Background: an optimization exercise with open tools, aiming at small area. Do not read the settings as production practice. The RTL was checked by simulation tests, not by an equivalence proof against the original design. Power is estimated from default activity; no workload was simulated.

==> flow/design.v <==
module joint_pwm_ramp_ctrl #(
  parameter int JOINTS     = 4,
  parameter int PWM_PERIOD = 100000,
  parameter int RAMP_STEP  = 100,
  parameter int WDT_CYCLES = 5000000
) (
  input  logic                 clk,
  input  logic                 rst_n,
  input  logic                 enable,
  input  logic                 cmd_valid,
  output logic                 cmd_ready,
  input  logic [3:0]           cmd_joint,
  input  logic [31:0]          cmd_value,
  output logic [32*JOINTS-1:0] duty_cmd,
  output logic                 period_tick,
  output logic                 busy,
  output logic                 fault
);
  localparam int WDT_W  = $clog2(WDT_CYCLES + 1);
  localparam int DW     = $clog2(PWM_PERIOD + 1) + 1;    
  localparam int RINGS  = PWM_PERIOD / JOINTS;           
  localparam int HI_W   = $clog2(RINGS);
  localparam logic [HI_W-1:0]    HI_LAST  = HI_W'(RINGS - 1);
  localparam logic [WDT_W-1:0]   WDT_PRE  = WDT_W'(WDT_CYCLES - 2);
  localparam logic signed [32:0] LIM_HI   = 33'(PWM_PERIOD);
  localparam logic signed [32:0] LIM_LO   = -LIM_HI;
  localparam logic signed [DW:0] STEP_HI  = (DW+1)'(RAMP_STEP);
  localparam logic signed [DW:0] STEP_LO  = -STEP_HI;
  localparam bit                 WDT_USE_LFSR = (WDT_CYCLES == 60000) && (WDT_W == 16);
  localparam logic [15:0]        WDT_LFSR_PRE = 16'h2b75;
  function automatic logic [DW-1:0] clamp_duty(input logic [31:0] v);
    logic over_hi, over_lo;
    over_hi = !v[31] && ((|v[30:DW-1]) || (v[DW-2:0] > LIM_HI[DW-2:0]));
    over_lo =  v[31] && (!(&v[30:DW-1]) || (v[DW-2:0] < LIM_LO[DW-2:0]));
    if (over_hi)      clamp_duty = LIM_HI[DW-1:0];
    else if (over_lo) clamp_duty = LIM_LO[DW-1:0];
    else              clamp_duty = v[DW-1:0];
  endfunction
  function automatic logic [DW-1:0] ramp_duty(input logic [DW-1:0] cur, input logic [DW-1:0] tgt);
    logic signed [DW:0] c, t, s;
    logic up, opp, small_c, big_d;
    c       = $signed({cur[DW-1], cur});
    t       = $signed({tgt[DW-1], tgt});
    up      = t > c;
    s       = c + (up ? $signed(STEP_HI) : $signed(STEP_LO));
    big_d   = up ? (t > s) : (t < s);
    opp     = (cur[DW-1] && !tgt[DW-1] && (tgt != '0)) ||
              (tgt[DW-1] && !cur[DW-1] && (cur != '0));
    small_c = (c <= $signed(STEP_HI)) && (c >= $signed(STEP_LO));
    if (opp && small_c) ramp_duty = '0;
    else if (big_d)     ramp_duty = s[DW-1:0];
    else                ramp_duty = tgt;
  endfunction
  logic [JOINTS-1:0] ring_q;       
  logic [HI_W-1:0]   hi_q;         
  logic              busy_q;
  logic [WDT_W-1:0]  wdt_q;
  logic              fault_q, fault_d;
  logic              init_q;       
  logic [DW-1:0]     tring_q [JOINTS];    
  logic [DW-1:0]     duty_q [JOINTS];
  logic              tick, accept, sweep_on;
  logic [JOINTS-1:0] sel, upd, wslot;
  logic [3:0]        phase, wpos;
  logic [DW-1:0]     cmd_clamped, cur_sel, t_in, new_duty;
  logic              wr0, tclr;
  assign tick        = ring_q[JOINTS-1] && (hi_q == HI_LAST);
  assign cmd_ready   = enable && !fault_q && !busy_q;
  assign busy        = busy_q;
  assign period_tick = tick;
  assign fault       = fault_q;
  assign accept      = cmd_valid && cmd_ready;
  assign cmd_clamped = clamp_duty(cmd_value);
  assign sel      = {ring_q[JOINTS-2:0], ring_q[JOINTS-1]};
  assign sweep_on = tick || (busy_q && !ring_q[JOINTS-1]);
  always_comb begin
    upd[0] = tick;
    for (int j = 1; j < JOINTS; j++) upd[j] = busy_q && ring_q[j-1];
    for (int j = 0; j < JOINTS; j++) begin
    end
    phase = '0;
    for (int i = 0; i < JOINTS; i++) if (ring_q[i]) phase = phase | 4'(i);
    wpos = cmd_joint - phase - 4'd2;
    for (int p = 0; p < JOINTS; p++) wslot[p] = accept && (wpos == 4'(p));
    wr0 = accept && (cmd_joint == 4'd0);
    tclr = !init_q || fault_d || !enable;
  end
  logic wdt_pre, wdt_clr;
  logic [WDT_W-1:0] wdt_step;
  assign wdt_clr = accept || !enable;
  if (WDT_USE_LFSR) begin : g_wdt_lfsr
    assign wdt_pre  = (wdt_q == WDT_LFSR_PRE);
    assign wdt_step = {wdt_q[14:0], ~(wdt_q[15] ^ wdt_q[14] ^ wdt_q[12] ^ wdt_q[3])};
  end else begin : g_wdt_bin
    assign wdt_pre  = (wdt_q == WDT_PRE);
    assign wdt_step = wdt_q + WDT_W'(1);
  end
  assign fault_d = enable && (fault_q || (!accept && wdt_pre));
  for (genvar g = 0; g < JOINTS; g++) begin : g_pack
    assign duty_cmd[32*g +: 32] = {{(32-DW){duty_q[g][DW-1]}}, duty_q[g]};
  end
  always_comb begin
    cur_sel = '0;
    for (int j = 0; j < JOINTS; j++) begin
      cur_sel = cur_sel | (duty_q[j] & {DW{sel[j]}});
    end
    t_in = wr0 ? cmd_clamped : tring_q[0];
    new_duty = ramp_duty(cur_sel, t_in);
  end
  always_ff @(posedge clk or negedge rst_n) begin
    if (!rst_n) begin
      ring_q  <= JOINTS'(1);
      hi_q    <= '0;
      busy_q  <= 1'b0;
      wdt_q   <= '0;
      fault_q <= 1'b0;
      init_q  <= 1'b0;
    end else begin
      ring_q  <= sel;
      if (ring_q[JOINTS-1]) hi_q <= tick ? '0 : hi_q + HI_W'(1);
      busy_q  <= enable && sweep_on;
      wdt_q   <= wdt_clr ? '0 : wdt_step;
      fault_q <= fault_d;
      init_q  <= 1'b1;
    end
  end
  logic [JOINTS-1:0] tkeep;
  logic [DW-1:0]     tring_d [JOINTS];
  for (genvar g = 0; g < JOINTS; g++) begin : g_ring
    assign tkeep[g] = !wslot[g] && !tclr;
    ring_slot_next #(.DW(DW)) u_next (
      .load(wslot[g]), .keep(tkeep[g]), .cmd(cmd_clamped), .nxt(tring_q[(g + 1) % JOINTS]),
      .d(tring_d[g])
    );
  end
  always_ff @(posedge clk) begin
    for (int p = 0; p < JOINTS; p++) tring_q[p] <= tring_d[p];
  end
  logic [JOINTS-1:0] hold, load_n;
  logic [DW-1:0]     new_n;
  logic [DW-1:0]     duty_d [JOINTS];
  always_comb begin
    new_n = ~new_duty;
    for (int j = 0; j < JOINTS; j++) begin
      hold[j]   = enable && !upd[j];
      load_n[j] = !(enable && upd[j]);
    end
  end
  for (genvar g = 0; g < JOINTS; g++) begin : g_duty
    joint_duty_next #(.DW(DW)) u_next (
      .hold(hold[g]), .load_n(load_n[g]), .new_n(new_n), .q(duty_q[g]), .d(duty_d[g])
    );
  end
  always_ff @(posedge clk or negedge rst_n) begin
    if (!rst_n) begin
      for (int j = 0; j < JOINTS; j++) duty_q[j] <= '0;
    end else begin
      for (int j = 0; j < JOINTS; j++) duty_q[j] <= duty_d[j];
    end
  end
endmodule
module joint_duty_next #(
  parameter int DW = 12
) (
  input  logic          hold,
  input  logic          load_n,
  input  logic [DW-1:0] new_n,
  input  logic [DW-1:0] q,
  output logic [DW-1:0] d
);
  assign d = ~(({DW{load_n}} | new_n) & ~(q & {DW{hold}}));
endmodule
module ring_slot_next #(
  parameter int DW = 12
) (
  input  logic          load,
  input  logic          keep,
  input  logic [DW-1:0] cmd,
  input  logic [DW-1:0] nxt,
  output logic [DW-1:0] d
);
  assign d = (cmd & {DW{load}}) | (nxt & {DW{keep}});
endmodule
module joint_ramp_ctrl16 (
  input  logic          clk,
  input  logic          rst_n,
  input  logic          enable,
  input  logic          cmd_valid,
  output logic          cmd_ready,
  input  logic [3:0]    cmd_joint,
  input  logic [31:0]   cmd_value,
  output logic [511:0]  duty_cmd,
  output logic          period_tick,
  output logic          busy,
  output logic          fault
);
  joint_pwm_ramp_ctrl #(
    .JOINTS     (16),
    .PWM_PERIOD (2000),
    .RAMP_STEP  (50),
    .WDT_CYCLES (60000)
  ) u_ctrl (
    .clk         (clk),
    .rst_n       (rst_n),
    .enable      (enable),
    .cmd_valid   (cmd_valid),
    .cmd_ready   (cmd_ready),
    .cmd_joint   (cmd_joint),
    .cmd_value   (cmd_value),
    .duty_cmd    (duty_cmd),
    .period_tick (period_tick),
    .busy        (busy),
    .fault       (fault)
  );
endmodule
export LEC_CHECK = 0
export CAP_MARGIN = 20
export CORE_MARGIN = 2
export CORE_UTILIZATION = 50
export SLEW_MARGIN = 20
export SYNTH_HIERARCHICAL = 1
export SYNTH_MINIMUM_KEEP_SIZE = 0
create_clock -name core_clock -period 12.0 [get_ports {clk}]
standard.sh (not shown) runs the stock make flow with config.mk's settings and CLKGATE_MAP_FILE= SYNTH_SCRIPT=/design/flow/synth_recipe.tcl, a recipe that flattens the netlist after the stock synthesis.
==> flow/flow/run.sh <==
#!/bin/bash
set -euo pipefail
bash standard.sh finish \
  "BUFFER_PORTS_ARGS=-buffer_cell sky130_fd_sc_hd__buf_1" \
  "CTS_ARGS=-sink_clustering_enable -repair_clock_nets -dont_use_dummy_load -buf_list {sky130_fd_sc_hd__clkbuf_4} -sink_clustering_size 10 -sink_clustering_max_diameter 40" \
  > standard_flow.log 2>&1
Next try:
--- a/flow/design.v
+++ b/flow/design.v
@@ -56,11 +56,12 @@
   logic              busy_q;
   logic [WDT_W-1:0]  wdt_q;
   logic              fault_q, fault_d;
   logic              init_q;       
   logic [DW-1:0]     tring_q [JOINTS];    
-  logic [DW-1:0]     duty_q [JOINTS];
+  logic [DW-1:0]     duty_n_q [JOINTS];   
+  logic [DW-1:0]     duty [JOINTS];
   logic              tick, accept, sweep_on;
   logic [JOINTS-1:0] sel, upd, wslot;
   logic [3:0]        phase, wpos;
   logic [DW-1:0]     cmd_clamped, cur_sel, t_in, new_duty;
   logic              wr0, tclr;
@@ -94,17 +95,20 @@
   end else begin : g_wdt_bin
     assign wdt_pre  = (wdt_q == WDT_PRE);
     assign wdt_step = wdt_q + WDT_W'(1);
   end
   assign fault_d = enable && (fault_q || (!accept && wdt_pre));
+  logic init_n;
+  assign init_n = !init_q;
   for (genvar g = 0; g < JOINTS; g++) begin : g_pack
-    assign duty_cmd[32*g +: 32] = {{(32-DW){duty_q[g][DW-1]}}, duty_q[g]};
+    duty_out_gate #(.DW(DW)) u_gate (.q_n(duty_n_q[g]), .off(init_n), .y(duty[g]));
+    assign duty_cmd[32*g +: 32] = {{(32-DW){duty[g][DW-1]}}, duty[g]};
   end
   always_comb begin
     cur_sel = '0;
     for (int j = 0; j < JOINTS; j++) begin
-      cur_sel = cur_sel | (duty_q[j] & {DW{sel[j]}});
+      cur_sel = cur_sel | (duty[j] & {DW{sel[j]}});
     end
     t_in = wr0 ? cmd_clamped : tring_q[0];
     new_duty = ramp_duty(cur_sel, t_in);
   end
   always_ff @(posedge clk or negedge rst_n) begin
@@ -134,43 +138,48 @@
     );
   end
   always_ff @(posedge clk) begin
     for (int p = 0; p < JOINTS; p++) tring_q[p] <= tring_d[p];
   end
-  logic [JOINTS-1:0] hold, load_n;
+  logic [JOINTS-1:0] hold_n, load_n;
   logic [DW-1:0]     new_n;
-  logic [DW-1:0]     duty_d [JOINTS];
+  logic [DW-1:0]     duty_n_d [JOINTS];
   always_comb begin
     new_n = ~new_duty;
     for (int j = 0; j < JOINTS; j++) begin
-      hold[j]   = enable && !upd[j];
+      hold_n[j] = !(enable && init_q && !upd[j]);
       load_n[j] = !(enable && upd[j]);
     end
   end
   for (genvar g = 0; g < JOINTS; g++) begin : g_duty
     joint_duty_next #(.DW(DW)) u_next (
-      .hold(hold[g]), .load_n(load_n[g]), .new_n(new_n), .q(duty_q[g]), .d(duty_d[g])
+      .hold_n(hold_n[g]), .load_n(load_n[g]), .new_n(new_n), .q_n(duty_n_q[g]), .d_n(duty_n_d[g])
     );
   end
-  always_ff @(posedge clk or negedge rst_n) begin
-    if (!rst_n) begin
-      for (int j = 0; j < JOINTS; j++) duty_q[j] <= '0;
-    end else begin
-      for (int j = 0; j < JOINTS; j++) duty_q[j] <= duty_d[j];
-    end
+  always_ff @(posedge clk) begin
+    for (int j = 0; j < JOINTS; j++) duty_n_q[j] <= duty_n_d[j];
   end
 endmodule
 module joint_duty_next #(
   parameter int DW = 12
 ) (
-  input  logic          hold,
+  input  logic          hold_n,
   input  logic          load_n,
   input  logic [DW-1:0] new_n,
-  input  logic [DW-1:0] q,
-  output logic [DW-1:0] d
-);
-  assign d = ~(({DW{load_n}} | new_n) & ~(q & {DW{hold}}));
+  input  logic [DW-1:0] q_n,
+  output logic [DW-1:0] d_n
+);
+  assign d_n = (q_n | {DW{hold_n}}) & (new_n | {DW{load_n}});
+endmodule
+module duty_out_gate #(
+  parameter int DW = 12
+) (
+  input  logic [DW-1:0] q_n,
+  input  logic          off,
+  output logic [DW-1:0] y
+);
+  assign y = ~(q_n | {DW{off}});
 endmodule
 module ring_slot_next #(
   parameter int DW = 12
 ) (
   input  logic          load,
After rerunning:
- via count rises by 5.1%
- utilization goes down by 0.61 points
- setup slack loses 0.31 ns
- clock-buffer cell count rose by 3
- combinational power is higher by 11%
- final area is lower by 1.4%
- critical path depth stays the same
- non-clock buffer count came out lower by 6
- wire length is about the same
- global-route usage stays flat
- total power came out higher by 0.78%
- die area shrinks by 0.62%
- clock skew rose by 0.039 ns
- clock power grows by about 0.9%

## port drivers added, routing unchanged
No port has a modelled driver above. Below, the same layouts with a new extraction and two added sets of constraints. Step 1 sets driving cells, clkbuf_16 on the clock port and buf_2 on the other inputs (assumed; they add their load-dependent delay and slew). Step 2, shift: input delay + t, output delay - t, t = (earliest + latest rising clock arrival at the registers) / 2. This alone moves slack from input paths to output paths. a / b / c = no drivers / after step 1 / after step 2; a / b = the first two.
run | shift t [ns] | setup slack, ns | worst setup path after step 2
the first run | 0.848 | 2.326 / 2.356 / 1.509 | input to register
the second run | 0.824 | 2.016 / 2.049 / 1.225 | input to register
After both steps setup and hold are still met in every run listed. For the first run, which loses most, drivers alone change the setup slack by +0.030 ns; drivers and shift together by -0.817 ns.
